This design comes from an exercise in tuning for small area, a short achievable clock period and few clock cycles per item on the open sky130 flow, not from production work. No functional check of the RTL was part of any run shown here.

==> flow/design.v (outline; a module is shown in full before it is edited, if it fits) <==
// module particle_update_step_unit: 229 lines
module particle_update_step_unit (
  input  logic               clk,
  input  logic               rst_n,
  input  logic               in_valid,
  output logic               in_stall,
  input  logic signed [31:0] in_pos_x,
  input  logic signed [31:0] in_pos_y,
  input  logic signed [31:0] in_vel_x,
  input  logic signed [31:0] in_vel_y,
  input  logic signed [31:0] in_life_left,
  input  logic signed [31:0] in_gravity_amount,
  input  logic        [15:0] in_gravity_angle,
  input  logic               in_last_of_list,
  output logic               out_valid,
  input  logic               out_stall,
  output logic               out_keep,
  output logic        [12:0] out_slot,
  output logic signed [31:0] out_new_x,
  output logic signed [31:0] out_new_y,
  output logic signed [31:0] out_new_vel_x,
  output logic signed [31:0] out_new_vel_y,
  output logic signed [31:0] out_new_life,
  output logic               out_end_of_list
);
  // ...
==> flow/flow/run.sh <==
#!/bin/bash
# Standard ORFS layout (the standard.sh, unchanged synthesis and steps),
# with repair_timing aiming for setup slack of 11.4 ns at the design's
# period instead of 0, so that the layout's achieved period is pushed down.
set -euo pipefail
bash standard.sh SETUP_SLACK_MARGIN=11.4 finish > make_finish.log 2>&1
==> flow/standard.sh <==
#!/bin/bash
# synth_recipe.tcl (not shown) runs the flow's synth.tcl, then flattens the netlist and writes it again
# the make line also repeats each setting of config.mk as NAME=value (left out here)
make -C /OpenROAD-flow-scripts/flow DESIGN_CONFIG=/design/flow/config.mk WORK_HOME=/design/flow/orfs CLKGATE_MAP_FILE= SYNTH_SCRIPT=/design/flow/synth_recipe.tcl "${@:-finish}"
==> flow/config.mk <==
export PLATFORM = sky130hd
export DESIGN_NAME = particle_update_step_unit
export DESIGN_NICKNAME = particle_update_step_unit
export VERILOG_FILES = /design/flow/design.v
export SDC_FILE = /design/flow/constraint.sdc
export NUM_CORES = 4
export LEC_CHECK = 0
export CAP_MARGIN = 20
export CORE_MARGIN = 2
export CORE_UTILIZATION = 40
export SLEW_MARGIN = 20
export SYNTH_MEMORY_MAX_BITS = 16384
==> flow/constraint.sdc <==
create_clock -name core_clock -period 16.0 [get_ports {clk}]
set_input_delay 3.2000 -clock core_clock [delete_from_list [all_inputs] [get_ports {clk}]]
set_output_delay 3.2000 -clock core_clock [all_outputs]
set_load 0.01 [all_outputs]
==> results_dict.tcl, run 1 <==
set metrics [dict create \
    setup_viol 0 \
    period_needed_ns 5.42 \
    clkSinkCount 1185 \
    ys_ff_latch 1185 \
    synth_nets 7164 \
    multi_input_area_um2 36500 \
    clk_pin_slew_ns 0.06 \
    wl_met2_um 109000 \
    synth_top_area_share 0.460 \
    cts_tree "done" \
    netlist.top_cell.by_area "edfxtp_1" \
    grt_max_degree 140 \
    cts_resized 1113 \
    grt_pass1_wl_um 349000 \
    seq_area_frac_synth 0.474 \
    via_count 55114 \
    grt_pass1_vias 53640 \
    buffers 701 \
    dp_cells 8777 \
    antenna_found_initial 11 \
    clock_skew_ns 0.0537 \
    cp-startpoint "in_gravity_angle[5]" \
    num-clock-buffers 159 \
    crit_buf_inv 4 \
    max-cap-violations 0 \
    sh_seq_area 0.402 \
    nNetsFinal 7420 \
    ys_warn_count 1 \
    ff2ff_setup_slack_ns 11.63 \
    diodes 7 \
    outcome "finished clean" \
    synth_fa_ha_area_frac 0.129 \
    ys_types 95 \
    r2r-end "yc2[37]" \
    track_usage 0.244 \
    crit_cells 18 \
    crit_type "in -> reg" \
    synth-async-reset-ratio 0 \
    synth_top_family_by_area "compound AO/OA/AOI/OAI gates" \
    hold_class "reg -> reg" \
]
==> module particle_update_step_unit, before the edit <==
module particle_update_step_unit (
  input  logic               clk,
  input  logic               rst_n,
  input  logic               in_valid,
  output logic               in_stall,
  input  logic signed [31:0] in_pos_x,
  input  logic signed [31:0] in_pos_y,
  input  logic signed [31:0] in_vel_x,
  input  logic signed [31:0] in_vel_y,
  input  logic signed [31:0] in_life_left,
  input  logic signed [31:0] in_gravity_amount,
  input  logic        [15:0] in_gravity_angle,
  input  logic               in_last_of_list,
  output logic               out_valid,
  input  logic               out_stall,
  output logic               out_keep,
  output logic        [12:0] out_slot,
  output logic signed [31:0] out_new_x,
  output logic signed [31:0] out_new_y,
  output logic signed [31:0] out_new_vel_x,
  output logic signed [31:0] out_new_vel_y,
  output logic signed [31:0] out_new_life,
  output logic               out_end_of_list
);
  function automatic logic [29:0] booth8_enc(input logic [16:0] m,
                                             input logic        neg);
    logic [19:0] mm;
    logic [2:0]  t;
    logic [23:0] sel;
    logic [5:0]  ng;
    mm = {2'b00, m, 1'b0};
    for (int i = 0; i < 6; i++) begin
      t = mm[3*i +: 3] ^ {3{mm[3*i+3]}};
      sel[4*i]   = !t[2] && (t[1] ^ t[0]);
      sel[4*i+1] = (!t[2] && t[1] && t[0]) || (t[2] && !t[1] && !t[0]);
      sel[4*i+2] = t[2] && (t[1] ^ t[0]);
      sel[4*i+3] = t[2] && t[1] && t[0];
      ng[i] = mm[3*i+3] ^ neg;
    end
    booth8_enc = {ng, sel};
  endfunction
  logic               v0, v1, v2, ov, sv;    
  logic               ld0, ld1, ld2, en_out, adv2;
  assign en_out   = !ov || !out_stall;
  assign adv2     = v2 && !sv;
  assign ld2      = !v2 || !sv;
  assign ld1      = !v1 || ld2;
  assign ld0      = !v0 || ld1;
  assign in_stall = !ld0;
  logic        [7:0]  tab_f, tab_m;
  logic signed [32:0] life_d;
  always_comb begin
    tab_f = in_gravity_angle[13] ? ~in_gravity_angle[12:5] : in_gravity_angle[12:5];
    tab_m[0] = tab_f[1] ^ tab_f[0];
    tab_m[1] = tab_f[2] ^ (&tab_f[1:0]);
    tab_m[2] = tab_f[3] ^ (&tab_f[2:0]);
    tab_m[3] = tab_f[4] ^ (&tab_f[3:0]);
    tab_m[4] = tab_f[5] ^ (&tab_f[4:0]);
    tab_m[5] = tab_f[6] ^ (&tab_f[5:0]);
    tab_m[6] = tab_f[7] ^ (&tab_f[6:0]);
    tab_m[7] = &tab_f[7:0];
    life_d = 33'(in_life_left) - 33'sd65536;
  end
  logic signed [31:0] px0, py0, vx0, vy0, life0, amt0;
  logic        [7:0]  m0;
  logic               keep0, sw0, cneg0, sneg0, last0;
  always_ff @(posedge clk) begin
    if (!rst_n) begin
      v0 <= 1'b0;
    end else if (ld0) begin
      v0 <= in_valid;
    end
  end
  always_ff @(posedge clk) begin
    if (ld0) begin
      px0   <= in_pos_x;
      py0   <= in_pos_y;
      vx0   <= in_vel_x;
      vy0   <= in_vel_y;
      life0 <= (life_d[32] != life_d[31]) ? 32'sh80000000 : life_d[31:0];
      keep0 <= (in_life_left > 32'sd65536);
      amt0  <= in_gravity_amount;
      m0    <= tab_m;
      sw0   <= in_gravity_angle[13] ^ in_gravity_angle[14];
      cneg0 <= in_gravity_angle[15] ^ in_gravity_angle[14];
      sneg0 <= in_gravity_angle[15];
      last0 <= in_last_of_list;
    end
  end
  logic        [33:0] tab_q;
  logic        [16:0] cmag, smag;
  always_comb begin
    tab_q = pus_pkg::rom_pair(m0);
    smag  = sw0 ? tab_q[16:0]  : tab_q[33:17];
    cmag  = sw0 ? tab_q[33:17] : tab_q[16:0];
  end
  logic signed [31:0] x1, y1, vx1, vy1, life1, amt1;
  logic signed [33:0] amt31;
  logic        [29:0] cbd1, sbd1;    
  logic               keep1, last1;
  always_ff @(posedge clk) begin
    if (!rst_n) begin
      v1 <= 1'b0;
    end else if (ld1) begin
      v1 <= v0;
    end
  end
  always_ff @(posedge clk) begin
    if (ld1) begin
      x1    <= px0 + vx0;
      y1    <= py0 + vy0;
      vx1   <= vx0;
      vy1   <= vy0;
      life1 <= life0;
      keep1 <= keep0;
      amt1  <= amt0;
      amt31 <= 34'(amt0) + (34'(amt0) <<< 1);
      cbd1  <= booth8_enc(cmag, cneg0);
      sbd1  <= booth8_enc(smag, !sneg0);
      last1 <= last0;
    end
  end
  logic        [99:0] cs_x, cs_y;
  logic signed [31:0] x2, y2, life2;
  logic        [49:0] xs2, xc2, ys2, yc2;   
  logic               keep2, last2;
  always_comb begin
    cs_x  = pus_pkg::mac_x(amt1, amt31, cbd1, vx1);
    cs_y  = pus_pkg::mac_y(amt1, amt31, sbd1, vy1);
  end
  always_ff @(posedge clk) begin
    if (!rst_n) begin
      v2 <= 1'b0;
    end else if (ld2) begin
      v2 <= v1;
    end
  end
  always_ff @(posedge clk) begin
    if (ld2) begin
      x2    <= x1;
      y2    <= y1;
      life2 <= life1;
      keep2 <= keep1;
      last2 <= last1;
      xs2   <= cs_x[49:0];
      xc2   <= cs_x[99:50];
      ys2   <= cs_y[49:0];
      yc2   <= cs_y[99:50];
    end
  end
  logic        [12:0] cnt;
  logic        [49:0] ax, ay;
  logic signed [33:0] rx, ry;
  logic signed [31:0] sx, sy;
  logic               r_keep, r_last;
  logic        [12:0] r_slot;
  logic signed [31:0] r_x, r_y, r_vx, r_vy, r_life;
  always_comb begin
    ax = xs2 + xc2;
    ay = ys2 + yc2;
    rx = ax[49:16];
    ry = ay[49:16];
    sx = (rx[33:31] == 3'b000 || rx[33:31] == 3'b111) ? rx[31:0]
       : (rx[33] ? 32'sh80000000 : 32'sh7FFFFFFF);
    sy = (ry[33:31] == 3'b000 || ry[33:31] == 3'b111) ? ry[31:0]
       : (ry[33] ? 32'sh80000000 : 32'sh7FFFFFFF);
    r_keep = keep2;
    r_last = last2;
    r_life = life2;
    r_slot = keep2 ? cnt : 13'd0;
    r_x    = keep2 ? x2 : 32'sd0;
    r_y    = keep2 ? y2 : 32'sd0;
    r_vx   = keep2 ? sx : 32'sd0;
    r_vy   = keep2 ? sy : 32'sd0;
  end
  always_ff @(posedge clk) begin
    if (!rst_n) begin
      cnt <= '0;
    end else if (adv2) begin
      if (last2)      cnt <= '0;
      else if (keep2) cnt <= cnt + 13'd1;
    end
  end
  logic               o_keep, o_last;
  logic        [12:0] o_slot;
  logic signed [31:0] o_x, o_y, o_vx, o_vy, o_life;
  logic               k_keep, k_last;
  logic        [12:0] k_slot;
  logic signed [31:0] k_x, k_y, k_vx, k_vy, k_life;
  always_ff @(posedge clk) begin
    if (!rst_n) begin
      ov <= 1'b0;
      sv <= 1'b0;
    end else begin
      if (en_out) begin
        ov <= sv || v2;
        sv <= 1'b0;
      end else if (!sv) begin
        sv <= v2;
      end
    end
  end
  always_ff @(posedge clk) begin
    if (en_out) begin
      if (sv) begin
        o_keep <= k_keep; o_slot <= k_slot; o_x <= k_x; o_y <= k_y;
        o_vx <= k_vx; o_vy <= k_vy; o_life <= k_life; o_last <= k_last;
      end else begin
        o_keep <= r_keep; o_slot <= r_slot; o_x <= r_x; o_y <= r_y;
        o_vx <= r_vx; o_vy <= r_vy; o_life <= r_life; o_last <= r_last;
      end
    end
  end
  always_ff @(posedge clk) begin
    if (!en_out && !sv) begin
      k_keep <= r_keep; k_slot <= r_slot; k_x <= r_x; k_y <= r_y;
      k_vx <= r_vx; k_vy <= r_vy; k_life <= r_life; k_last <= r_last;
    end
  end
  assign out_valid       = ov;
  assign out_keep        = o_keep;
  assign out_slot        = o_slot;
  assign out_new_x       = o_x;
  assign out_new_y       = o_y;
  assign out_new_vel_x   = o_vx;
  assign out_new_vel_y   = o_vy;
  assign out_new_life    = o_life;
  assign out_end_of_list = o_last;
endmodule
==> run 2: changes to the inputs <==
--- a/flow/design.v
+++ b/flow/design.v
@@ -1,137 +1,42 @@
 package pus_pkg;
-  function automatic logic [33:0] rom_pair(input logic [7:0] m);
-    case (m)
-      8'd0: rom_pair = {17'h00000, 17'h10000};
-      8'd1: rom_pair = {17'h00192, 17'h0ffff};
-      8'd2: rom_pair = {17'h00324, 17'h0fffb};
-      8'd3: rom_pair = {17'h004b6, 17'h0fff5};
-      8'd4: rom_pair = {17'h00648, 17'h0ffec};
-      8'd5: rom_pair = {17'h007da, 17'h0ffe1};
-      8'd6: rom_pair = {17'h0096c, 17'h0ffd4};
-      8'd7: rom_pair = {17'h00afe, 17'h0ffc4};
-      8'd8: rom_pair = {17'h00c90, 17'h0ffb1};
-      8'd9: rom_pair = {17'h00e21, 17'h0ff9c};
-      8'd10: rom_pair = {17'h00fb3, 17'h0ff85};
-      8'd11: rom_pair = {17'h01144, 17'h0ff6b};
-      8'd12: rom_pair = {17'h012d5, 17'h0ff4e};
-      8'd13: rom_pair = {17'h01466, 17'h0ff30};
-      8'd14: rom_pair = {17'h015f7, 17'h0ff0e};
-      8'd15: rom_pair = {17'h01787, 17'h0feeb};
-      8'd16: rom_pair = {17'h01918, 17'h0fec4};
-      8'd17: rom_pair = {17'h01aa8, 17'h0fe9c};
-      8'd18: rom_pair = {17'h01c38, 17'h0fe71};
-      8'd19: rom_pair = {17'h01dc7, 17'h0fe43};
-      8'd20: rom_pair = {17'h01f56, 17'h0fe13};
-      8'd21: rom_pair = {17'h020e5, 17'h0fde1};
-      8'd22: rom_pair = {17'h02274, 17'h0fdac};
-      8'd23: rom_pair = {17'h02402, 17'h0fd74};
-      8'd24: rom_pair = {17'h02590, 17'h0fd3b};
-      8'd25: rom_pair = {17'h0271e, 17'h0fcfe};
-      8'd26: rom_pair = {17'h028ab, 17'h0fcc0};
-      8'd27: rom_pair = {17'h02a38, 17'h0fc7f};
-      8'd28: rom_pair = {17'h02bc4, 17'h0fc3b};
-      8'd29: rom_pair = {17'h02d50, 17'h0fbf5};
-      8'd30: rom_pair = {17'h02edc, 17'h0fbad};
-      8'd31: rom_pair = {17'h03067, 17'h0fb62};
-      8'd32: rom_pair = {17'h031f1, 17'h0fb15};
-      8'd33: rom_pair = {17'h0337c, 17'h0fac5};
-      8'd34: rom_pair = {17'h03505, 17'h0fa73};
-      8'd35: rom_pair = {17'h0368e, 17'h0fa1f};
-      8'd36: rom_pair = {17'h03817, 17'h0f9c8};
-      8'd37: rom_pair = {17'h0399f, 17'h0f96e};
-      8'd38: rom_pair = {17'h03b27, 17'h0f913};
-      8'd39: rom_pair = {17'h03cae, 17'h0f8b4};
-      8'd40: rom_pair = {17'h03e34, 17'h0f854};
-      8'd41: rom_pair = {17'h03fba, 17'h0f7f1};
-      8'd42: rom_pair = {17'h0413f, 17'h0f78c};
-      8'd43: rom_pair = {17'h042c3, 17'h0f724};
-      8'd44: rom_pair = {17'h04447, 17'h0f6ba};
-      8'd45: rom_pair = {17'h045cb, 17'h0f64e};
-      8'd46: rom_pair = {17'h0474d, 17'h0f5df};
-      8'd47: rom_pair = {17'h048cf, 17'h0f56e};
-      8'd48: rom_pair = {17'h04a50, 17'h0f4fa};
-      8'd49: rom_pair = {17'h04bd1, 17'h0f484};
-      8'd50: rom_pair = {17'h04d50, 17'h0f40c};
-      8'd51: rom_pair = {17'h04ecf, 17'h0f391};
-      8'd52: rom_pair = {17'h0504d, 17'h0f314};
-      8'd53: rom_pair = {17'h051cb, 17'h0f295};
-      8'd54: rom_pair = {17'h05348, 17'h0f213};
-      8'd55: rom_pair = {17'h054c3, 17'h0f18f};
-      8'd56: rom_pair = {17'h0563e, 17'h0f109};
-      8'd57: rom_pair = {17'h057b9, 17'h0f080};
-      8'd58: rom_pair = {17'h05932, 17'h0eff5};
-      8'd59: rom_pair = {17'h05aaa, 17'h0ef68};
-      8'd60: rom_pair = {17'h05c22, 17'h0eed9};
-      8'd61: rom_pair = {17'h05d99, 17'h0ee47};
-      8'd62: rom_pair = {17'h05f0f, 17'h0edb3};
-      8'd63: rom_pair = {17'h06084, 17'h0ed1c};
-      8'd64: rom_pair = {17'h061f8, 17'h0ec83};
-      8'd65: rom_pair = {17'h0636b, 17'h0ebe8};
-      8'd66: rom_pair = {17'h064dd, 17'h0eb4b};
-      8'd67: rom_pair = {17'h0664e, 17'h0eaab};
-      8'd68: rom_pair = {17'h067be, 17'h0ea0a};
-      8'd69: rom_pair = {17'h0692d, 17'h0e966};
-      8'd70: rom_pair = {17'h06a9b, 17'h0e8bf};
-      8'd71: rom_pair = {17'h06c08, 17'h0e817};
-      8'd72: rom_pair = {17'h06d74, 17'h0e76c};
-      8'd73: rom_pair = {17'h06edf, 17'h0e6bf};
-      8'd74: rom_pair = {17'h07049, 17'h0e610};
-      8'd75: rom_pair = {17'h071b2, 17'h0e55e};
-      8'd76: rom_pair = {17'h0731a, 17'h0e4aa};
-      8'd77: rom_pair = {17'h07480, 17'h0e3f4};
-      8'd78: rom_pair = {17'h075e6, 17'h0e33c};
-      8'd79: rom_pair = {17'h0774a, 17'h0e282};
-      8'd80: rom_pair = {17'h078ad, 17'h0e1c6};
-      8'd81: rom_pair = {17'h07a10, 17'h0e107};
-      8'd82: rom_pair = {17'h07b70, 17'h0e046};
-      8'd83: rom_pair = {17'h07cd0, 17'h0df83};
-      8'd84: rom_pair = {17'h07e2f, 17'h0debe};
-      8'd85: rom_pair = {17'h07f8c, 17'h0ddf7};
-      8'd86: rom_pair = {17'h080e8, 17'h0dd2d};
-      8'd87: rom_pair = {17'h08243, 17'h0dc62};
-      8'd88: rom_pair = {17'h0839c, 17'h0db94};
-      8'd89: rom_pair = {17'h084f5, 17'h0dac4};
-      8'd90: rom_pair = {17'h0864c, 17'h0d9f2};
-      8'd91: rom_pair = {17'h087a1, 17'h0d91e};
-      8'd92: rom_pair = {17'h088f6, 17'h0d848};
-      8'd93: rom_pair = {17'h08a49, 17'h0d770};
-      8'd94: rom_pair = {17'h08b9a, 17'h0d696};
-      8'd95: rom_pair = {17'h08ceb, 17'h0d5ba};
-      8'd96: rom_pair = {17'h08e3a, 17'h0d4db};
-      8'd97: rom_pair = {17'h08f88, 17'h0d3fb};
-      8'd98: rom_pair = {17'h090d4, 17'h0d318};
-      8'd99: rom_pair = {17'h0921f, 17'h0d234};
-      8'd100: rom_pair = {17'h09368, 17'h0d14d};
-      8'd101: rom_pair = {17'h094b0, 17'h0d065};
-      8'd102: rom_pair = {17'h095f7, 17'h0cf7a};
-      8'd103: rom_pair = {17'h0973c, 17'h0ce8e};
-      8'd104: rom_pair = {17'h09880, 17'h0cd9f};
-      8'd105: rom_pair = {17'h099c2, 17'h0ccae};
-      8'd106: rom_pair = {17'h09b03, 17'h0cbbc};
-      8'd107: rom_pair = {17'h09c42, 17'h0cac7};
-      8'd108: rom_pair = {17'h09d80, 17'h0c9d1};
-      8'd109: rom_pair = {17'h09ebc, 17'h0c8d9};
-      8'd110: rom_pair = {17'h09ff7, 17'h0c7de};
-      8'd111: rom_pair = {17'h0a130, 17'h0c6e2};
-      8'd112: rom_pair = {17'h0a268, 17'h0c5e4};
-      8'd113: rom_pair = {17'h0a39e, 17'h0c4e4};
-      8'd114: rom_pair = {17'h0a4d2, 17'h0c3e2};
-      8'd115: rom_pair = {17'h0a605, 17'h0c2de};
-      8'd116: rom_pair = {17'h0a736, 17'h0c1d8};
-      8'd117: rom_pair = {17'h0a866, 17'h0c0d1};
-      8'd118: rom_pair = {17'h0a994, 17'h0bfc7};
-      8'd119: rom_pair = {17'h0aac1, 17'h0bebc};
-      8'd120: rom_pair = {17'h0abeb, 17'h0bdaf};
-      8'd121: rom_pair = {17'h0ad14, 17'h0bca0};
-      8'd122: rom_pair = {17'h0ae3c, 17'h0bb8f};
-      8'd123: rom_pair = {17'h0af62, 17'h0ba7d};
-      8'd124: rom_pair = {17'h0b086, 17'h0b968};
-      8'd125: rom_pair = {17'h0b1a8, 17'h0b852};
-      8'd126: rom_pair = {17'h0b2c9, 17'h0b73a};
-      8'd127: rom_pair = {17'h0b3e8, 17'h0b620};
-      8'd128: rom_pair = {17'h0b505, 17'h0b505};
-      default: rom_pair = 34'h0;
-    endcase
+  function automatic logic [33:0] rom_pair_dec(input logic [8:0]  h,
+                                               input logic [15:0] l);
+    logic [33:0] r;
+    r[0] = (h[0] & (l[1] | l[2] | l[3] | l[5] | l[8] | l[10] | l[11] | l[15])) | (h[1] & (l[2] | l[3] | l[4] | l[5] | l[8] | l[11] | l[12] | l[13] | l[14])) | (h[2] & (l[0] | l[1] | l[2] | l[3] | l[6] | l[9] | l[14])) | (h[3] & (l[3] | l[5] | l[6] | l[7] | l[8] | l[10] | l[12] | l[13] | l[14])) | (h[4] & (l[0] | l[2] | l[3] | l[6] | l[7] | l[9])) | (h[5] & (l[1] | l[3] | l[5] | l[6])) | (h[6] & (l[0] | l[1] | l[4] | l[5] | l[8] | l[11] | l[12] | l[13])) | (h[7] & (l[5] | l[6] | l[8] | l[10] | l[11])) | h[8];
+    r[1] = (h[0] & (l[1] | l[2] | l[11] | l[12] | l[14] | l[15])) | (h[1] & (l[3] | l[4] | l[8] | l[9] | l[11] | l[12] | l[15])) | (h[2] & (l[2] | l[3] | l[5] | l[6] | l[12] | l[13] | l[14] | l[15])) | (h[3] & (l[0] | l[6] | l[7] | l[13] | l[14])) | (h[4] & (l[0] | l[2] | l[3] | l[4] | l[5] | l[6] | l[7] | l[9] | l[11] | l[12] | l[15])) | (h[5] & (l[0] | l[1] | l[2] | l[3] | l[4] | l[5] | l[7] | l[10] | l[11] | l[14] | l[15])) | (h[6] & (l[0] | l[1] | l[6] | l[7] | l[8] | l[9] | l[11] | l[14] | l[15])) | (h[7] & (l[2] | l[3] | l[6] | l[8] | l[10] | l[13] | l[14]));
+    r[2] = (h[0] & (l[1] | l[3] | l[4] | l[6] | l[7] | l[9] | l[10] | l[12] | l[14])) | (h[1] & (l[0] | l[1] | l[6] | l[7] | l[9] | l[11] | l[13] | l[14])) | (h[2] & (l[0] | l[1] | l[3] | l[5] | l[7] | l[8] | l[10] | l[11] | l[13] | l[14] | l[15])) | (h[3] & (l[1] | l[2] | l[4] | l[5] | l[7] | l[10] | l[13] | l[15])) | (h[4] & (l[5] | l[6] | l[7] | l[8] | l[9] | l[11] | l[13] | l[14])) | (h[5] & (l[0] | l[1] | l[2] | l[4] | l[5] | l[6] | l[8] | l[9] | l[11] | l[14])) | (h[6] & (l[3] | l[4] | l[5] | l[7] | l[8] | l[9] | l[10] | l[11] | l[14])) | (h[7] & (l[0] | l[1] | l[3] | l[6] | l[7] | l[8] | l[10] | l[11])) | h[8];
+    r[3] = (h[0] & (l[1] | l[2] | l[4] | l[9] | l[11] | l[12] | l[14] | l[15])) | (h[1] & (l[1] | l[6] | l[8] | l[9] | l[11] | l[12] | l[14])) | (h[2] & (l[3] | l[4] | l[5] | l[10] | l[12] | l[13] | l[14] | l[15])) | (h[3] & (l[0] | l[2] | l[7] | l[8] | l[11] | l[12] | l[15])) | (h[4] & (l[1] | l[2] | l[3] | l[4] | l[6] | l[8] | l[9] | l[11] | l[12] | l[14])) | (h[5] & (l[4] | l[6] | l[11] | l[12] | l[15])) | (h[6] & (l[0] | l[1] | l[2] | l[4] | l[6] | l[7] | l[8] | l[9] | l[10] | l[13] | l[14])) | (h[7] & (l[3] | l[4] | l[7] | l[8] | l[10] | l[11] | l[12] | l[14]));
+    r[4] = (h[0] & (l[1] | l[2] | l[3] | l[6] | l[8] | l[9] | l[13])) | (h[1] & (l[1] | l[2] | l[4] | l[7] | l[8] | l[9] | l[11] | l[12] | l[13])) | (h[2] & (l[0] | l[2] | l[3] | l[6] | l[7] | l[8] | l[9] | l[12] | l[14])) | (h[3] & (l[0] | l[3] | l[4] | l[5] | l[6] | l[10] | l[12] | l[14] | l[15])) | (h[4] & (l[6] | l[7] | l[9] | l[10] | l[11] | l[13] | l[14])) | (h[5] & (l[4] | l[5] | l[8] | l[10] | l[11] | l[13] | l[14] | l[15])) | (h[6] & (l[0] | l[1] | l[2] | l[3] | l[6] | l[8] | l[10] | l[12] | l[13] | l[14])) | (h[7] & (l[3] | l[4] | l[5] | l[7] | l[11] | l[13] | l[14]));
+    r[5] = (h[0] & (l[1] | l[2] | l[3] | l[4] | l[5] | l[8] | l[11] | l[13] | l[15])) | (h[1] & (l[2] | l[5] | l[6] | l[7] | l[8] | l[9] | l[11] | l[12] | l[13] | l[14] | l[15])) | (h[2] & (l[2] | l[5] | l[7] | l[9] | l[11] | l[12] | l[15])) | (h[3] & (l[0] | l[10] | l[11] | l[14])) | (h[4] & (l[1] | l[3] | l[5] | l[6] | l[8] | l[9] | l[12] | l[13] | l[14])) | (h[5] & (l[4] | l[5] | l[6] | l[7] | l[10] | l[13] | l[15])) | (h[6] & (l[1] | l[3] | l[5] | l[6] | l[9] | l[10] | l[15])) | (h[7] & (l[0] | l[1] | l[2] | l[7] | l[8] | l[9] | l[11] | l[12] | l[14] | l[15]));
+    r[6] = (h[0] & (l[1] | l[2] | l[3] | l[4] | l[5] | l[6] | l[7] | l[11] | l[12] | l[15])) | (h[1] & (l[0] | l[2] | l[3] | l[5] | l[7] | l[9] | l[10] | l[11] | l[13] | l[15])) | (h[2] & (l[1] | l[2] | l[4] | l[5] | l[8] | l[9] | l[13] | l[14] | l[15])) | (h[3] & (l[0] | l[10] | l[11] | l[12] | l[13])) | (h[4] & (l[1] | l[2] | l[5] | l[8] | l[11] | l[13])) | (h[5] & (l[0] | l[2] | l[5] | l[7] | l[9] | l[10] | l[12] | l[13])) | (h[6] & (l[0] | l[1] | l[4] | l[5] | l[6] | l[11] | l[12] | l[13] | l[14] | l[15])) | (h[7] & (l[0] | l[1] | l[2] | l[3] | l[4] | l[5] | l[6] | l[11] | l[12] | l[13]));
+    r[7] = (h[0] & (l[1] | l[2] | l[3] | l[4] | l[5] | l[6] | l[7] | l[8] | l[9] | l[10] | l[15])) | (h[1] & (l[0] | l[1] | l[5] | l[6] | l[9] | l[10] | l[13] | l[14])) | (h[2] & (l[1] | l[4] | l[7] | l[9] | l[10] | l[12] | l[14])) | (h[3] & (l[0] | l[1] | l[3] | l[5] | l[7] | l[9] | l[10] | l[12] | l[14])) | (h[4] & (l[0] | l[1] | l[3] | l[6] | l[9] | l[12] | l[13] | l[15])) | (h[5] & (l[0] | l[3] | l[4] | l[5] | l[8] | l[9] | l[10] | l[14] | l[15])) | (h[6] & (l[0] | l[1] | l[7] | l[8] | l[9] | l[10] | l[11] | l[12] | l[13] | l[14] | l[15])) | (h[7] & (l[0] | l[1] | l[2] | l[3] | l[4] | l[5] | l[6] | l[7] | l[8] | l[9] | l[10]));
+    r[8] = (h[0] & (l[1] | l[2] | l[3] | l[4] | l[5] | l[6] | l[7] | l[8] | l[9] | l[10] | l[11] | l[12] | l[13] | l[14])) | (h[1] & (l[5] | l[6] | l[7] | l[8] | l[13] | l[14] | l[15])) | (h[2] & (l[0] | l[4] | l[5] | l[6] | l[9] | l[10] | l[11] | l[14] | l[15])) | (h[3] & (l[3] | l[4] | l[7] | l[8] | l[10] | l[11] | l[14] | l[15])) | (h[4] & (l[1] | l[2] | l[5] | l[8] | l[11] | l[13] | l[14])) | (h[5] & (l[0] | l[1] | l[3] | l[5] | l[6] | l[8] | l[10] | l[11] | l[13] | l[15])) | (h[6] & (l[1] | l[2] | l[4] | l[6] | l[8] | l[10] | l[12] | l[14])) | (h[7] & (l[0] | l[2] | l[4] | l[6] | l[8] | l[10] | l[12] | l[14])) | h[8];
+    r[9] = (h[0] & (l[1] | l[2] | l[3] | l[4] | l[5] | l[6] | l[7] | l[8] | l[9] | l[10] | l[11] | l[12] | l[13] | l[14] | l[15])) | (h[1] & (l[0] | l[1] | l[2] | l[3] | l[4] | l[13] | l[14] | l[15])) | (h[2] & (l[0] | l[1] | l[2] | l[3] | l[9] | l[10] | l[11] | l[12] | l[13])) | (h[3] & (l[3] | l[4] | l[5] | l[6] | l[10] | l[11] | l[12] | l[13])) | (h[4] & (l[1] | l[2] | l[3] | l[4] | l[8] | l[9] | l[10] | l[13] | l[14] | l[15])) | (h[5] & (l[3] | l[4] | l[8] | l[9] | l[13] | l[14])) | (h[6] & (l[1] | l[2] | l[3] | l[6] | l[7] | l[10] | l[11] | l[14] | l[15])) | (h[7] & (l[2] | l[3] | l[6] | l[7] | l[10] | l[11] | l[14] | l[15]));
+    r[10] = (h[0] & (l[1] | l[2] | l[3] | l[4] | l[5] | l[6] | l[7] | l[8] | l[9] | l[10] | l[11] | l[12] | l[13] | l[14] | l[15])) | (h[1] & (l[0] | l[1] | l[2] | l[3] | l[4] | l[5] | l[6] | l[7] | l[8] | l[9] | l[10] | l[11] | l[12])) | (h[2] & (l[9] | l[10] | l[11] | l[12] | l[13] | l[14] | l[15])) | (h[3] & (l[0] | l[1] | l[2] | l[10] | l[11] | l[12] | l[13] | l[14] | l[15])) | (h[4] & (l[0] | l[8] | l[9] | l[10] | l[11] | l[12])) | (h[5] & (l[3] | l[4] | l[5] | l[6] | l[7] | l[13] | l[14] | l[15])) | (h[6] & (l[0] | l[6] | l[7] | l[8] | l[9] | l[14] | l[15])) | (h[7] & (l[0] | l[1] | l[6] | l[7] | l[8] | l[9] | l[14] | l[15])) | h[8];
+    r[11] = (h[0] & (l[1] | l[2] | l[3] | l[4] | l[5] | l[6] | l[7] | l[8] | l[9] | l[10] | l[11] | l[12] | l[13] | l[14] | l[15])) | h[1] | (h[2] & (l[0] | l[1] | l[2] | l[3] | l[4] | l[5] | l[6] | l[7] | l[8])) | (h[3] & (l[10] | l[11] | l[12] | l[13] | l[14] | l[15])) | (h[4] & (l[0] | l[1] | l[2] | l[3] | l[4] | l[5] | l[6] | l[7])) | (h[5] & (l[3] | l[4] | l[5] | l[6] | l[7] | l[8] | l[9] | l[10] | l[11] | l[12])) | (h[6] & (l[6] | l[7] | l[8] | l[9] | l[10] | l[11] | l[12] | l[13])) | (h[7] & (l[6] | l[7] | l[8] | l[9] | l[10] | l[11] | l[12] | l[13]));
+    r[12] = (h[0] & (l[1] | l[2] | l[3] | l[4] | l[5] | l[6] | l[7] | l[8] | l[9] | l[10] | l[11] | l[12] | l[13] | l[14] | l[15])) | h[1] | h[2] | (h[3] & (l[0] | l[1] | l[2] | l[3] | l[4] | l[5] | l[6] | l[7] | l[8] | l[9])) | (h[5] & (l[3] | l[4] | l[5] | l[6] | l[7] | l[8] | l[9] | l[10] | l[11] | l[12] | l[13] | l[14] | l[15])) | (h[6] & (l[0] | l[1] | l[2] | l[3] | l[4] | l[5])) | (h[7] & (l[6] | l[7] | l[8] | l[9] | l[10] | l[11] | l[12] | l[13] | l[14] | l[15])) | h[8];
+    r[13] = (h[0] & (l[1] | l[2] | l[3] | l[4] | l[5] | l[6] | l[7] | l[8] | l[9] | l[10] | l[11] | l[12] | l[13] | l[14] | l[15])) | h[1] | h[2] | h[3] | h[4] | (h[5] & (l[0] | l[1] | l[2])) | (h[7] & (l[6] | l[7] | l[8] | l[9] | l[10] | l[11] | l[12] | l[13] | l[14] | l[15])) | h[8];
+    r[14] = (h[0] & (l[1] | l[2] | l[3] | l[4] | l[5] | l[6] | l[7] | l[8] | l[9] | l[10] | l[11] | l[12] | l[13] | l[14] | l[15])) | h[1] | h[2] | h[3] | h[4] | h[5] | h[6] | (h[7] & (l[0] | l[1] | l[2] | l[3] | l[4] | l[5]));
+    r[15] = (h[0] & (l[1] | l[2] | l[3] | l[4] | l[5] | l[6] | l[7] | l[8] | l[9] | l[10] | l[11] | l[12] | l[13] | l[14] | l[15])) | h[1] | h[2] | h[3] | h[4] | h[5] | h[6] | h[7] | h[8];
+    r[16] = (h[0] & (l[0]));
+    r[17] = (h[0] & (l[9] | l[10] | l[12] | l[14] | l[15])) | (h[1] & (l[3] | l[5] | l[10] | l[15])) | (h[2] & (l[0] | l[2] | l[4] | l[5] | l[6] | l[10] | l[11] | l[12] | l[13] | l[14] | l[15])) | (h[3] & (l[1] | l[3] | l[4] | l[5] | l[7] | l[9] | l[13] | l[14])) | (h[4] & (l[1] | l[2] | l[5] | l[6] | l[9] | l[10])) | (h[5] & (l[0] | l[4] | l[7] | l[9] | l[11] | l[13] | l[15])) | (h[6] & (l[3] | l[6] | l[10] | l[14])) | (h[7] & (l[3] | l[7] | l[8] | l[14])) | h[8];
+    r[18] = (h[0] & (l[1] | l[3] | l[5] | l[7] | l[10] | l[13] | l[14] | l[15])) | (h[1] & (l[3] | l[4] | l[7] | l[9] | l[10] | l[15])) | (h[2] & (l[3] | l[4] | l[5] | l[6] | l[7] | l[9] | l[10] | l[11] | l[12] | l[13] | l[15])) | (h[3] & (l[3] | l[5] | l[7] | l[8] | l[10] | l[11] | l[12] | l[14])) | (h[4] & (l[1] | l[3] | l[4] | l[6] | l[9] | l[11] | l[12] | l[14] | l[15])) | (h[5] & (l[4] | l[7] | l[12] | l[14] | l[15])) | (h[6] & (l[0] | l[3] | l[6] | l[9] | l[10] | l[11] | l[14])) | (h[7] & (l[1] | l[2] | l[4] | l[5] | l[8] | l[11] | l[12]));
+    r[19] = (h[0] & (l[2] | l[3] | l[6] | l[7] | l[11] | l[12] | l[13] | l[14] | l[15])) | (h[1] & (l[3] | l[4] | l[5] | l[6] | l[9] | l[12] | l[14] | l[15])) | (h[2] & (l[1] | l[2] | l[3] | l[4] | l[5] | l[6] | l[7] | l[8] | l[10] | l[12] | l[14] | l[15])) | (h[3] & (l[3] | l[4] | l[8] | l[14] | l[15])) | (h[4] & (l[2] | l[3] | l[4] | l[5] | l[8] | l[9] | l[14])) | (h[5] & (l[0] | l[4] | l[5] | l[8] | l[9] | l[10] | l[12])) | (h[6] & (l[2] | l[3] | l[6] | l[7] | l[13] | l[14])) | (h[7] & (l[1] | l[3] | l[4] | l[5] | l[6] | l[9] | l[10] | l[12])) | h[8];
+    r[20] = (h[0] & (l[4] | l[5] | l[6] | l[7])) | (h[1] & (l[0] | l[1] | l[2] | l[9] | l[10] | l[11] | l[14])) | (h[2] & (l[1] | l[3] | l[5] | l[7] | l[9] | l[10] | l[13] | l[14] | l[15])) | (h[3] & (l[3] | l[4] | l[5] | l[6] | l[8] | l[9] | l[11] | l[13] | l[14])) | (h[4] & (l[0] | l[1] | l[2] | l[3] | l[4] | l[5] | l[6] | l[7] | l[9] | l[10] | l[12] | l[15])) | (h[5] & (l[0] | l[4] | l[5] | l[6] | l[8] | l[10] | l[13] | l[14] | l[15])) | (h[6] & (l[0] | l[1] | l[3] | l[4] | l[7] | l[13])) | (h[7] & (l[0] | l[1] | l[8] | l[10] | l[13] | l[14] | l[15]));
+    r[21] = (h[0] & (l[1] | l[3] | l[5] | l[7] | l[8] | l[10] | l[12] | l[14])) | (h[1] & (l[0] | l[2] | l[4] | l[6] | l[8] | l[9] | l[11] | l[13] | l[14])) | (h[2] & (l[0] | l[1] | l[4] | l[5] | l[8] | l[9] | l[10])) | (h[3] & (l[0] | l[1] | l[2] | l[8] | l[9] | l[10] | l[13])) | (h[4] & (l[0] | l[2] | l[4] | l[6] | l[8] | l[9] | l[11] | l[12])) | (h[5] & (l[1] | l[2] | l[3] | l[8] | l[9] | l[12] | l[14])) | (h[6] & (l[0] | l[2] | l[3] | l[5] | l[6] | l[7] | l[13] | l[14] | l[15])) | (h[7] & (l[1] | l[2] | l[4] | l[6] | l[9] | l[10]));
+    r[22] = (h[0] & (l[2] | l[3] | l[6] | l[7] | l[9] | l[10] | l[13] | l[14])) | (h[1] & (l[1] | l[2] | l[5] | l[6] | l[10] | l[11] | l[15])) | (h[2] & (l[0] | l[1] | l[6] | l[7] | l[8] | l[9] | l[10])) | (h[3] & (l[8] | l[9] | l[10] | l[11] | l[12])) | (h[4] & (l[0] | l[1] | l[4] | l[5] | l[8] | l[11] | l[14])) | (h[5] & (l[0] | l[2] | l[4] | l[6] | l[9] | l[11] | l[12] | l[15])) | (h[6] & (l[0] | l[4] | l[5] | l[6] | l[7] | l[13] | l[14] | l[15])) | (h[7] & (l[0] | l[4] | l[5] | l[8] | l[10] | l[11] | l[13] | l[15]));
+    r[23] = (h[0] & (l[4] | l[5] | l[6] | l[7] | l[11] | l[12] | l[13] | l[14])) | (h[1] & (l[3] | l[4] | l[5] | l[6] | l[12] | l[13] | l[14] | l[15])) | (h[2] & (l[0] | l[1] | l[11] | l[12] | l[13] | l[14] | l[15])) | (h[3] & (l[0] | l[1] | l[2] | l[3] | l[4] | l[5] | l[6] | l[7])) | (h[4] & (l[0] | l[1] | l[2] | l[3] | l[8] | l[9] | l[10] | l[14] | l[15])) | (h[5] & (l[2] | l[3] | l[6] | l[7] | l[9] | l[10] | l[12] | l[13] | l[15])) | (h[6] & (l[2] | l[4] | l[6] | l[9] | l[11] | l[14])) | (h[7] & (l[0] | l[2] | l[5] | l[7] | l[8] | l[11] | l[14] | l[15]));
+    r[24] = (h[0] & (l[1] | l[3] | l[5] | l[7] | l[8] | l[10] | l[12] | l[14] | l[15])) | (h[1] & (l[1] | l[3] | l[5] | l[8] | l[10] | l[12] | l[14])) | (h[2] & (l[0] | l[3] | l[5] | l[7] | l[9] | l[11] | l[13] | l[15])) | (h[3] & (l[1] | l[3] | l[5] | l[7] | l[9] | l[11] | l[13] | l[15])) | (h[4] & (l[0] | l[2] | l[4] | l[6] | l[9] | l[11] | l[13] | l[14])) | (h[5] & (l[0] | l[3] | l[5] | l[6] | l[8] | l[9] | l[11] | l[12] | l[14] | l[15])) | (h[6] & (l[1] | l[2] | l[5] | l[6] | l[8] | l[9] | l[12] | l[13] | l[14])) | (h[7] & (l[1] | l[2] | l[6] | l[7] | l[8] | l[12] | l[13] | l[14] | l[15]));
+    r[25] = (h[0] & (l[1] | l[2] | l[5] | l[6] | l[10] | l[11] | l[14] | l[15])) | (h[1] & (l[0] | l[3] | l[4] | l[8] | l[9] | l[12] | l[13])) | (h[2] & (l[0] | l[1] | l[2] | l[5] | l[6] | l[9] | l[10] | l[13] | l[14])) | (h[3] & (l[1] | l[2] | l[5] | l[6] | l[9] | l[10] | l[13] | l[14])) | (h[4] & (l[0] | l[1] | l[4] | l[5] | l[8] | l[11] | l[12] | l[14] | l[15])) | (h[5] & (l[2] | l[5] | l[8] | l[11] | l[14])) | (h[6] & (l[1] | l[4] | l[6] | l[7] | l[9] | l[10] | l[12] | l[14] | l[15])) | (h[7] & (l[1] | l[4] | l[6] | l[8] | l[9] | l[11] | l[13] | l[15])) | h[8];
+    r[26] = (h[0] & (l[2] | l[4] | l[5] | l[7] | l[9] | l[10] | l[12] | l[15])) | (h[1] & (l[1] | l[4] | l[6] | l[9] | l[11] | l[12] | l[14])) | (h[2] & (l[1] | l[3] | l[6] | l[8] | l[9] | l[11] | l[14])) | (h[3] & (l[0] | l[1] | l[3] | l[6] | l[8] | l[9] | l[11] | l[14])) | (h[4] & (l[1] | l[3] | l[4] | l[6] | l[9] | l[12] | l[15])) | (h[5] & (l[1] | l[2] | l[4] | l[5] | l[7] | l[8] | l[10] | l[11] | l[13] | l[14])) | (h[6] & (l[0] | l[1] | l[3] | l[4] | l[7] | l[10] | l[13] | l[14])) | (h[7] & (l[0] | l[1] | l[3] | l[4] | l[7] | l[8] | l[10] | l[11] | l[14] | l[15]));
+    r[27] = (h[0] & (l[3] | l[4] | l[5] | l[8] | l[9] | l[10] | l[13] | l[14] | l[15])) | (h[1] & (l[2] | l[3] | l[4] | l[7] | l[8] | l[9] | l[13] | l[14])) | (h[2] & (l[2] | l[3] | l[7] | l[8] | l[9] | l[12] | l[13] | l[14])) | (h[3] & (l[2] | l[3] | l[7] | l[8] | l[9] | l[12] | l[13] | l[14])) | (h[4] & (l[2] | l[3] | l[4] | l[7] | l[8] | l[9] | l[13] | l[14] | l[15])) | (h[5] & (l[3] | l[4] | l[5] | l[9] | l[10] | l[11] | l[15])) | (h[6] & (l[0] | l[1] | l[5] | l[6] | l[7] | l[11] | l[12] | l[13] | l[14])) | (h[7] & (l[2] | l[3] | l[4] | l[9] | l[10] | l[11])) | h[8];
+    r[28] = (h[0] & (l[6] | l[7] | l[8] | l[9] | l[10])) | (h[1] & (l[0] | l[1] | l[2] | l[3] | l[4] | l[10] | l[11] | l[12] | l[13] | l[14])) | (h[2] & (l[4] | l[5] | l[6] | l[7] | l[8] | l[9] | l[15])) | (h[3] & (l[0] | l[1] | l[2] | l[3] | l[10] | l[11] | l[12] | l[13] | l[14])) | (h[4] & (l[5] | l[6] | l[7] | l[8] | l[9])) | (h[5] & (l[0] | l[1] | l[2] | l[3] | l[4] | l[5] | l[12] | l[13] | l[14] | l[15])) | (h[6] & (l[0] | l[1] | l[8] | l[9] | l[10] | l[11] | l[12] | l[13] | l[14])) | (h[7] & (l[5] | l[6] | l[7] | l[8] | l[9] | l[10] | l[11]));
+    r[29] = (h[0] & (l[11] | l[12] | l[13] | l[14] | l[15])) | (h[1] & (l[0] | l[1] | l[2] | l[3] | l[4] | l[15])) | (h[2] & (l[0] | l[1] | l[2] | l[3] | l[4] | l[5] | l[6] | l[7] | l[8] | l[9])) | (h[3] & (l[4] | l[5] | l[6] | l[7] | l[8] | l[9] | l[10] | l[11] | l[12] | l[13] | l[14])) | (h[4] & (l[10] | l[11] | l[12] | l[13] | l[14] | l[15])) | (h[5] & (l[0] | l[1] | l[2] | l[3] | l[4] | l[5])) | (h[6] & (l[2] | l[3] | l[4] | l[5] | l[6] | l[7] | l[8] | l[9] | l[10] | l[11] | l[12] | l[13] | l[14])) | (h[7] & (l[12] | l[13] | l[14] | l[15])) | h[8];
+    r[30] = (h[1] & (l[5] | l[6] | l[7] | l[8] | l[9] | l[10] | l[11] | l[12] | l[13] | l[14] | l[15])) | (h[2] & (l[0] | l[1] | l[2] | l[3] | l[4] | l[5] | l[6] | l[7] | l[8] | l[9])) | (h[3] & (l[15])) | h[4] | (h[5] & (l[0] | l[1] | l[2] | l[3] | l[4] | l[5])) | (h[6] & (l[15])) | h[7] | h[8];
+    r[31] = (h[2] & (l[10] | l[11] | l[12] | l[13] | l[14] | l[15])) | h[3] | h[4] | (h[5] & (l[0] | l[1] | l[2] | l[3] | l[4] | l[5]));
+    r[32] = (h[5] & (l[6] | l[7] | l[8] | l[9] | l[10] | l[11] | l[12] | l[13] | l[14] | l[15])) | h[6] | h[7] | h[8];
+    r[33] = 1'b0;
+    rom_pair_dec = r;
   endfunction
   function automatic logic [99:0] mac_x(input logic [31:0] a,
                                            input logic [33:0] a3,
@@ -1228,7 +1133,8 @@
     life_d = 33'(in_life_left) - 33'sd65536;
   end
   logic signed [31:0] px0, py0, vx0, vy0, life0, amt0;
-  logic        [7:0]  m0;
+  logic        [8:0]  h0;             
+  logic        [15:0] l0;             
   logic               keep0, sw0, cneg0, sneg0, last0;
   always_ff @(posedge clk) begin
     if (!rst_n) begin
@@ -1246,7 +1152,8 @@
       life0 <= (life_d[32] != life_d[31]) ? 32'sh80000000 : life_d[31:0];
       keep0 <= (in_life_left > 32'sd65536);
       amt0  <= in_gravity_amount;
-      m0    <= tab_m;
+      for (int i = 0; i < 9; i++)  h0[i] <= (tab_m[7:4] == 4'(i));
+      for (int i = 0; i < 16; i++) l0[i] <= (tab_m[3:0] == 4'(i));
       sw0   <= in_gravity_angle[13] ^ in_gravity_angle[14];
       cneg0 <= in_gravity_angle[15] ^ in_gravity_angle[14];
       sneg0 <= in_gravity_angle[15];
@@ -1256,7 +1163,7 @@
   logic        [33:0] tab_q;
   logic        [16:0] cmag, smag;
   always_comb begin
-    tab_q = pus_pkg::rom_pair(m0);
+    tab_q = pus_pkg::rom_pair_dec(h0, l0);
     smag  = sw0 ? tab_q[16:0]  : tab_q[33:17];
     cmag  = sw0 ? tab_q[33:17] : tab_q[16:0];
   end
==> flow/flow/run.sh (replaced) <==
#!/bin/bash
# Standard ORFS layout (the standard.sh, unchanged synthesis and steps),
# with repair_timing aiming for setup slack of 11 ns at the design's
# period instead of 0, so that the layout's achieved period is pushed down.
set -euo pipefail
bash standard.sh SETUP_SLACK_MARGIN=11 finish > make_finish.log 2>&1
==> run 2 against run 1 <==
Against the previous run:
- still clean on timing, DRC and antenna
- die area shrank 2.3%
- routed wire length shrank 10%
- non-clock buffer count shrank 162
- via count shrank 6.8%
- synthesized cell count shrank 4.6%
- cell area shrank 5.2%
- critical endpoint is now out_new_x[15]
- critical path depth shrank 17
- count of clock-buffer cells in the layout grew 12
==> results_dict.tcl, run 2 <==
set metrics [dict create \
    outcome "finished clean" \
    netlist_area_um2 72300 \
    period_needed_ns 4.94 \
    synth-async-reset-ratio 0 \
    place_ws_ns 9.66 \
    tightest_slew_ns 1.13 \
    drt-total-wl_um 213000 \
    grt_max_degree 132 \
    cts_root_buf "clkbuf_16" \
    seq_area_frac_synth 0.483 \
    setup_viol 0 \
    finish.utilization 0.462 \
    fp-row-count 155 \
    crit_type "reg -> out" \
    firstDrtPassIters 6 \
    drive_above_1_share 0.0890 \
    critPathMaxFanout 1 \
    largest_reg_flops 50 \
    cts_buffer_depth 3 \
    setup_tns_ns 0 \
    ys_types 89 \
    start_kind "flip-flop" \
    area_growth_pct 14.5 \
    antenna_found_initial 3 \
    setup_ws_ns 11.06 \
    synth_most_common_cell "edfxtp_1" \
    synth_nets 6858 \
    numCtsBuffers 135 \
    hold_start "y1[21]" \
    synthFlopType "edfxtp_1" \
    final-hold-violation-count 0 \
    final_common_cell "edfxtp_1" \
    slew_viol_final 0 \
    reg2reg_depth 10 \
    via_per_inst 5.90 \
    drc_errors 0 \
    core-area_um2 179000 \
    dr.first_iter.drc_count 6083 \
    critPathArrivalTime_ns 1.74 \
    synth_top_area_share 0.478 \
    io_buffers 384 \
    relSlewSlack 0.225 \
    hold_class "reg -> reg" \
    final_antenna_net_count 0 \
    reg_top3 "yc2 (50), xs2 (49)" \
    die_w_um 429 \
    cts_tree "done" \
    overflow 0 \
    max_freq_mhz 202 \
    largest_register "yc2" \
    post-route-period-util 0.309 \
    clkSinkCount 1169 \
    ios 390 \
    syn_inst 6080 \
    grt_pass1_vias 49978 \
    cp-startpoint "o_x[15]" \
    place_area_um2 78300 \
    grt_pass1_wl_um 321000 \
    ys_ff_latch 1169 \
    nNetsFinal 7012 \
    hold-worst-slack_ns 0.407 \
    ys_warn_count 1 \
    crit_cells 1 \
    endpoint_kind "output pin" \
    ys_top_cells_by_area "edfxtp_1 48%, fa_1 8.6%, xnor2_1 4.5%" \
    dieArea_um2 184000 \
    initial_core_util 0.404 \
    via_count 51356 \
    critPathSlowestCell "clkdlybuf4s50_1" \
    required_ns 12.80 \
    track_usage 0.226 \
    synth_edf_count 1151 \
    post-dp-hpwl_um 143000 \
    wire_per_inst_um 24.4 \
    layout_common_cells "1151 x edfxtp_1, 413 x inv_1, 373 x xnor2_1" \
    gp_congestion 0.917 \
    clk_latency_ns 0.81 \
    clock_skew_ns 0.0561 \
    slowest_delay_ns 0.57 \
    clk_pin_slew_ns 0.06 \
    min_path_cells 0 \
    netlist.top_cell.by_area "edfxtp_1" \
    die_y_um 429 \
    synth_commonest_cells "1151 x edfxtp_1, 430 x clkbuf_1, 415 x inv_1, 374 x xnor2_1, 371 x a22o_1" \
    max-cap-violations 0 \
    crit_family "buffers and inverters" \
    h-tree-depth 4 \
    crit_chain "clkdlybuf4s50_1" \
    fin_area_um2 82700 \
    syn_area_per_cell_um2 11.9 \
    crit_buf_inv 1 \
    rsz0062_at_grt "no" \
    worstReg2RegStart "l0[2]" \
]
-- run 2: cell count changes after synthesis, moves of 24 or more --
cell | previous run | this run
or3_1 | 14 | 55
or2_2 | 12 | 38
a211oi_1 | 78 | 14
xor2_1 | 200 | 243
a21oi_1 | 297 | 187
o211ai_1 | 40 | 11
dfxtp_1 | 51 | 18
xnor2_1 | 426 | 374
o31ai_1 | 13 | 44
o41ai_1 | 13 | 55
nand2_1 | 282 | 239
a211o_1 | 29 | 4
a311oi_1 | 28 | 4
-- run 2: final timing paths --
path / end / slack [ns]
setup / recovery: out_new_x[15] / 11.06
hold / removal: y2[21] / 0.41
setup reg to reg: sbd1[5] / 11.25
hold reg to reg: y2[21] / 0.41
-- run 2: timing repair --
| action | 4_1_cts | 5_1_grt |
|---|---|---|
| setup buffers | 7 | 0 |
| gates resized for setup | 29 | 9 |
| cloned | 3 | 1 |
| pin swaps | 2 | 0 |
| hold buffers | 0 | 0 |
| endpoints found under the setup margin | 85 | 111 |
-- run 2: kinds of logic after synthesis --
logic type	after synthesis	synth area share
AOI/OAI and AO/OA	1547	0.162
xor gates and xnor gates	617	0.0748
and+or+nand+nor	1079	0.0756
DFF	1169	0.483
buffers and inverters	946	0.0495
adders and majority gates	565	0.130
muxes	157	0.0245
-- run 2: metrics by stage --
stage / std cells
finish: 8704
CTS: 8699
detailed placement: 8440
global placement: 8440
global route: 8702
floorplan: 6080
-- run 2: layout make-up --
class	count	area, um2
inverter	420	1580
antenna	3	7.51
fill	16191	96300
clock buffer	171	3550
sequential	1169	34900
multi-input combinational	3969	33900
clock inverter	78	733
timing repair buffer	539	5050
tap	2355	2950
-- run 2: metal layers --
layer  up-vias  track usage  wire length (um)
li1      22922            -                 -
met4         2       0.0740              6650
met5         -            0                13
met3       479       0.0554             20200
met2      2627        0.345             94700
met1     25326        0.314             91100
==> run 3: changes to the inputs <==
==> flow/flow/run.sh (replaced) <==
#!/bin/bash
# Standard ORFS layout (the standard.sh, unchanged synthesis and steps),
# with repair_timing aiming for setup slack of 11.5 ns at the design's
# period instead of 0, so that the layout's achieved period is pushed down.
set -euo pipefail
bash standard.sh SETUP_SLACK_MARGIN=11.5 finish > make_finish.log 2>&1
--- a/flow/config.mk
+++ b/flow/config.mk
@@ -7,6 +7,7 @@
 export LEC_CHECK = 0
 export CAP_MARGIN = 20
 export CORE_MARGIN = 2
-export CORE_UTILIZATION = 40
+export CORE_UTILIZATION = 60
+export PLACE_DENSITY = 0.72
 export SLEW_MARGIN = 20
 export SYNTH_MEMORY_MAX_BITS = 16384
==> run 3 against run 2 <==
Against the previous run:
- routed wire length grew 2.5%
- clock skew grew 0.0068 ns
- critical endpoint is now in_stall
- cell area shrank 1.8%
- flip-flop and latch count is the same
- cell count shrank 8.7%
- area after synthesis is the same
- worst hold slack gained 0.0083 ns
==> results_dict.tcl, run 3 <==
set metrics [dict create \
    layout_common_cells "1151 x edfxtp_1, 412 x inv_1, 371 x xnor2_1, 371 x a22o_1, 361 x a221oi_1" \
    wire_per_inst_um 27.4 \
    drive_above_1_share 0.122 \
    reg_top3 "yc2 (50), xs2 (49)" \
    h-tree-depth 3 \
    synth-async-reset-ratio 0 \
    synth_top_area_share 0.478 \
    via_count 52559 \
    max-cap-violations 0 \
    drc_errors 0 \
    gp_congestion 0.929 \
    endpoint_kind "output pin" \
    overflow 0 \
    multi_input_area_um2 34200 \
    fillers 8767 \
    dieArea_um2 123000 \
    via_per_inst 6.61 \
    syn_area_per_cell_um2 11.9 \
    area_growth_pct 12.4 \
    antenna_found_initial 8 \
    max_freq_mhz 210 \
    die_w_um 351 \
    netlist.top_cell.by_area "edfxtp_1" \
    clk_latency_ns 0.77 \
    rsz0062_at_grt "yes" \
    relSlewSlack 0.186 \
    fp-row-count 127 \
    final-hold-violation-count 0 \
    setup_viol 0 \
    drt-total-wl_um 218000 \
    synthFlopType "edfxtp_1" \
    slew_viol_final 0 \
    die_y_um 351 \
    cts_tree "done" \
    largest_register "yc2" \
    required_ns 12.80 \
    critPathArrivalTime_ns 1.56 \
    hold_class "reg -> reg" \
    crit_type "reg -> out" \
    start_kind "flip-flop" \
    place_area_um2 77200 \
    tightest_slew_ns 1.22 \
    grt_max_degree 84 \
    io_buffers 384 \
    numCtsBuffers 120 \
    grt_pass1_vias 51084 \
    cts_buffer_depth 3 \
    core-area_um2 120000 \
    grt_pass1_wl_um 324000 \
    outcome "finished clean" \
    critPathMaxFanout 2 \
    syn_inst 6080 \
    setup_tns_ns 0 \
    firstDrtPassIters 10 \
    synth_most_common_cell "edfxtp_1" \
    cts_root_buf "clkbuf_16" \
    ys_ff_latch 1169 \
    initial_core_util 0.604 \
    ys_warn_count 1 \
    clk_pin_slew_ns 0.06 \
    seq_area_frac_synth 0.483 \
    final_common_cell "edfxtp_1" \
    hold-worst-slack_ns 0.415 \
    fin_area_um2 81200 \
    period_needed_ns 4.76 \
    clock_skew_ns 0.0629 \
    dr.first_iter.drc_count 6155 \
    synth_commonest_cells "1151 x edfxtp_1, 430 x clkbuf_1, 415 x inv_1, 374 x xnor2_1, 371 x a22o_1" \
    synth_edf_count 1151 \
    final_antenna_net_count 0 \
    track_usage 0.350 \
    clkSinkCount 1169 \
    ios 390 \
    register_area_um2 34900 \
    netlist_area_um2 72300 \
    postCtsHoldBufs 0 \
    largest_reg_flops 50 \
    ys_types 89 \
    post-route-period-util 0.297 \
    ys_top_cells_by_area "edfxtp_1 48%, fa_1 8.6%, xnor2_1 4.5%" \
    post-dp-hpwl_um 145000 \
    nNetsFinal 7013 \
    synth_nets 6858 \
]
-- run 3: cell counts after synthesis --
No cell type changed its count.
-- run 3: logic make-up after synthesis --
| group | share of synthesized area |
|---|---|
| compound gates | 0.162 |
| xor+xnor | 0.0748 |
| fa+ha+maj | 0.130 |
| buf+inv | 0.0495 |
| flops | 0.483 |
| mux | 0.0245 |
| simple gates | 0.0756 |
-- run 3: stage by stage --
step                worst slack [ns]   util  instances
finish                         11.24  0.679       7951
global route                   11.19  0.679       7951
detailed placement              9.45  0.645       7682
CTS                            11.20  0.676       7937
floorplan                       8.99      -       6080
global placement                9.49  0.645       7681
-- run 3: area by class of cell --
cell class,count,share of cell area
clock inverters,79,0.0106
diodes,2,0.0000616
inverters,420,0.0195
flip-flops and latches,1169,0.430
well taps,1612,0.0248
repair buffers,549,0.0556
clock buffers,145,0.0386
multi-input cells,3975,0.421
-- run 3: path summary, 6_finish.rpt --
| check | from | slack [ns] | depth (start not counted) | end |
|---|---|---|---|---|
| max reg2reg | l0[2] | 11.63 | 10 | sbd1[5] |
| min reg2reg | life1[19] | 0.42 | 0 | life2[19] |
| max | sv | 11.24 | 4 | in_stall |
| min | life1[19] | 0.42 | 0 | life2[19] |
-- run 3: critical path: stages (launching register included) --
cell,delay (ns)
dfxtp_4,0.35
and3_4,0.23
nand2_8,0.06
inv_4,0.07
buf_6,0.09
-- run 3: what timing repair did --
action	in CTS	in global routing
buffers inserted	21	11
cloned	10	1
endpoints found under the setup margin	655	508
gates resized for setup	774	80
pin swaps	10	8
-- run 3: metal layers --
metal  track usage  share of wire
met1         0.450           0.38
met2         0.552           0.46
met3        0.0926           0.11
met4         0.173          0.056
met5       0.00196        0.00041
==> run 4: changes to the inputs <==
--- a/flow/design.v
+++ b/flow/design.v
@@ -1195,11 +1195,15 @@
   end
   logic        [99:0] cs_x, cs_y;
   logic signed [31:0] x2, y2, life2;
-  logic        [49:0] xs2, xc2, ys2, yc2;   
+  logic        [16:0] low_x, low_y;
+  logic        [33:0] xs2, xc2, ys2, yc2;   
+  logic               xci2, yci2;           
   logic               keep2, last2;
   always_comb begin
     cs_x  = pus_pkg::mac_x(amt1, amt31, cbd1, vx1);
     cs_y  = pus_pkg::mac_y(amt1, amt31, sbd1, vy1);
+    low_x = {1'b0, cs_x[15:0]} + {1'b0, cs_x[65:50]};
+    low_y = {1'b0, cs_y[15:0]} + {1'b0, cs_y[65:50]};
   end
   always_ff @(posedge clk) begin
     if (!rst_n) begin
@@ -1215,24 +1219,23 @@
       life2 <= life1;
       keep2 <= keep1;
       last2 <= last1;
-      xs2   <= cs_x[49:0];
-      xc2   <= cs_x[99:50];
-      ys2   <= cs_y[49:0];
-      yc2   <= cs_y[99:50];
+      xs2   <= cs_x[49:16];
+      xc2   <= cs_x[99:66];
+      xci2  <= low_x[16];
+      ys2   <= cs_y[49:16];
+      yc2   <= cs_y[99:66];
+      yci2  <= low_y[16];
     end
   end
   logic        [12:0] cnt;
-  logic        [49:0] ax, ay;
   logic signed [33:0] rx, ry;
   logic signed [31:0] sx, sy;
   logic               r_keep, r_last;
   logic        [12:0] r_slot;
   logic signed [31:0] r_x, r_y, r_vx, r_vy, r_life;
   always_comb begin
-    ax = xs2 + xc2;
-    ay = ys2 + yc2;
-    rx = ax[49:16];
-    ry = ay[49:16];
+    rx = xs2 + xc2 + 34'(xci2);
+    ry = ys2 + yc2 + 34'(yci2);
     sx = (rx[33:31] == 3'b000 || rx[33:31] == 3'b111) ? rx[31:0]
        : (rx[33] ? 32'sh80000000 : 32'sh7FFFFFFF);
     sy = (ry[33:31] == 3'b000 || ry[33:31] == 3'b111) ? ry[31:0]
@@ -1285,7 +1288,7 @@
     end
   end
   always_ff @(posedge clk) begin
-    if (!en_out && !sv) begin
+    if (!sv) begin
       k_keep <= r_keep; k_slot <= r_slot; k_x <= r_x; k_y <= r_y;
       k_vx <= r_vx; k_vy <= r_vy; k_life <= r_life; k_last <= r_last;
     end
==> run 4 against run 3 <==
Against the previous run:
- critical path depth is 5 higher
- count of clock-buffer cells in the layout is 9 higher
- sequential share of layout area is 1.7 points lower
- flip-flop and latch count is 59 lower
==> results_dict.tcl, run 4 <==
set metrics [dict create \
    outcome "finished clean" \
    reg_top3 "amt31 (34), xc2 (34), yc2 (34)" \
    nNetsFinal 6694 \
    via_count 49956 \
    clock_skew_ns 0.114 \
    slew_viol_final 0 \
    synth_nets 6522 \
    place_ws_ns 9.91 \
    cts_root_buf "clkbuf_16" \
    post-route-period-util 0.298 \
    ys_types 84 \
    layout_common_cells "917 x edfxtp_1, 431 x inv_1, 427 x a22o_1" \
    seq_area_frac_synth 0.467 \
    crit_cells 9 \
    gp_congestion 0.981 \
    rsz0062_at_grt "yes" \
    period_needed_ns 4.77 \
    area_growth_pct 13.2 \
    die_w_um 339 \
    crit_type "in -> reg" \
    firstDrtPassIters 8 \
    setup_tns_ns 0 \
    ys_ff_latch 1110 \
    hold_class "reg -> reg" \
    grt_pass1_vias 48483 \
    ios 390 \
    core-area_um2 111000 \
    track_usage 0.352 \
    synth_most_common_cell "edfxtp_1" \
    final_common_cell "edfxtp_1" \
    crit_buf_inv 2 \
    overflow 0 \
    clk_pin_slew_ns 0.06 \
    required_ns 16.47 \
    cts_buffer_depth 3 \
    antenna_found_initial 9 \
    cp-startpoint "in_life_left[19]" \
    synth_commonest_cells "917 x edfxtp_1, 434 x inv_1, 427 x a22o_1, 414 x clkbuf_1, 413 x xnor2_1" \
    start_kind "input port" \
    relSlewSlack 0.119 \
    dieArea_um2 115000 \
    finish.utilization 0.686 \
    synth_top_area_share 0.410 \
    via_per_inst 6.65 \
    final_antenna_net_count 0 \
    numCtsBuffers 111 \
    drc_errors 0 \
    ys_warn_count 1 \
    critPathSlowestCell "or4_4" \
    ff2ff_setup_slack_ns 11.54 \
    io_buffers 384 \
    final-hold-violation-count 0 \
    crit_family "simple AND/OR/NAND/NOR gates" \
    dr.first_iter.drc_count 6544 \
    postCtsHoldBufs 0 \
    grt_pass1_wl_um 307000 \
    slowest_delay_ns 0.52 \
    clk_latency_ns 0.75 \
    max-cap-violations 0 \
    max_freq_mhz 210 \
    cts_tree "done" \
    crit_end "life0[29]" \
    synth_edf_count 917 \
    setup_ws_ns 11.23 \
    critPathArrivalTime_ns 5.24 \
    h-tree-depth 3 \
    clkSinkCount 1110 \
    tightest_slew_ns 1.32 \
    endpoint_kind "flip-flop" \
    fp-row-count 122 \
    synthFlopType "edfxtp_1" \
    ys_top_cells_by_area "edfxtp_1 41%, fa_1 9.4%, dfxtp_1 5.8%" \
    netlist.top_cell.by_area "edfxtp_1" \
    netlist_area_um2 67200 \
    crit_chain "buf_8 > or4_4 > or3_4 > or2_4 > nor2_4 > xor2_4 > buf_6 > and2_4 > nor2_2" \
    reg2reg_depth 10 \
    synth-async-reset-ratio 0 \
    setup_viol 0 \
    drt-total-wl_um 207000 \
    syn_inst 5742 \
    wire_per_inst_um 27.6 \
    grt_max_degree 86 \
    critPathMaxFanout 8 \
    drive_above_1_share 0.119 \
    r2r-end "yci2" \
    initial_core_util 0.606 \
    syn_area_per_cell_um2 11.7 \
    die_y_um 339 \
    post-dp-hpwl_um 137000 \
    worstReg2RegStart "amt31[15]" \
]
-- run 4: cell types whose count changed after synthesis, sizes merged, moves of 20 or more --
cell and change:
and2 -96, o21ai -29, a221o +60, edfxtp -234, a22o +56, dfxtp +175, mux2 -88, inv +21
xor2 -32, nand2 -38, xnor2 +39, a21oi -21, nor2 -66, nor3 -20
-- run 4: through the flow --
stage	cell area (um2)	hold WS, ns	instances
after floorplan	67400	0.400	5742
after global placement	72100	0.401	7229
after detailed placement	72100	0.405	7229
after CTS	75400	0.407	7458
after global routing	76000	0.408	7507
final	76000	0.399	7509
-- run 4: how the worst min path moves through the flow --
stage,startpoint,end,slack [ns],cells after the start
global placement,life1[31],life2[31],0.40,0
detailed placement,life0[1],life1[1],0.40,0
CTS,life1[12],life2[12],0.41,0
global route,life1[19],life2[19],0.41,0
finish,life1[19],life2[19],0.40,0
floorplan,keep0,keep1,0.40,0
-- run 4: cells by family after synthesis --
logic type | count (synthesis) | synth area share
buffers and inverters | 955 | 0.0536
AO/OA/AOI/OAI | 1607 | 0.186
adder cells (fa/ha/maj) | 567 | 0.141
multiplexers | 69 | 0.0115
XOR/XNOR | 624 | 0.0814
flip-flops | 1110 | 0.467
AND/OR/NAND/NOR | 810 | 0.0597
-- run 4: final cells by class --
| type | instances | area (um2) |
|---|---|---|
| antenna | 9 | 22.5 |
| clock buffer | 154 | 3170 |
| clock inverter | 57 | 684 |
| fill | 8217 | 34800 |
| inverter | 441 | 1670 |
| multi-input combinational | 3687 | 32700 |
| sequential | 1110 | 31400 |
| tap | 1488 | 1860 |
| timing repair buffer | 563 | 4510 |
-- run 4: repair_timing --
item,4_1_cts,5_1_grt
setup endpoints to repair,435,332
gates resized for setup,813,66
buffers inserted,12,38
cloned,6,4
pin swaps,12,22
-- run 4: layer usage --
metal	share of wire	vias to the layer above	global-route usage
met2	0.44	3233	0.530
met3	0.12	739	0.0957
met4	0.057	0	0.173
met5	0	-	0
li1	-	21730	-
met1	0.38	24254	0.473

separate check: timing with driven ports:
In the flow no input, the clock included, has a driving cell. The finished layouts below were timed again as built, in two steps. Step 1 (the two cells are an assumption about what drives the block):
set clk [get_ports {clk}]
set_driving_cell -lib_cell sky130_fd_sc_hd__clkbuf_16 $clk
set_driving_cell -lib_cell sky130_fd_sc_hd__buf_2 [delete_from_list [all_inputs] $clk]
Step 2 moves the port delays by t, midway between the first and last clock arrival at a register: inputs arrive t later, outputs are due t later. That takes back most of the time a late clock gives input paths. Slacks: ideal / step 1 / step 2; pairs: ideal / step 1.
| run | shift t [ns] | setup slack, ns | hold slack, ns | worst setup path at the end |
|---|---|---|---|---|
| run 1 | 0.857 | 10.585 / 10.606 / 9.749 | 0.404 / 0.404 / 0.404 | input to register |
| run 2 | 0.859 | 11.059 / 10.985 / 10.287 | 0.407 / 0.407 / 0.407 | input to register |
| run 3 | 0.813 | 11.242 / 11.165 / 10.778 | 0.415 / 0.415 / 0.415 | input to register |
| run 4 | 0.768 | 11.233 / 11.198 / 10.503 | 0.399 / 0.399 / 0.399 | input to register |
After both steps every run listed still meets setup and hold. For run 1, which loses most, drivers alone change the setup slack by +0.021 ns; drivers and shift together by -0.836 ns.
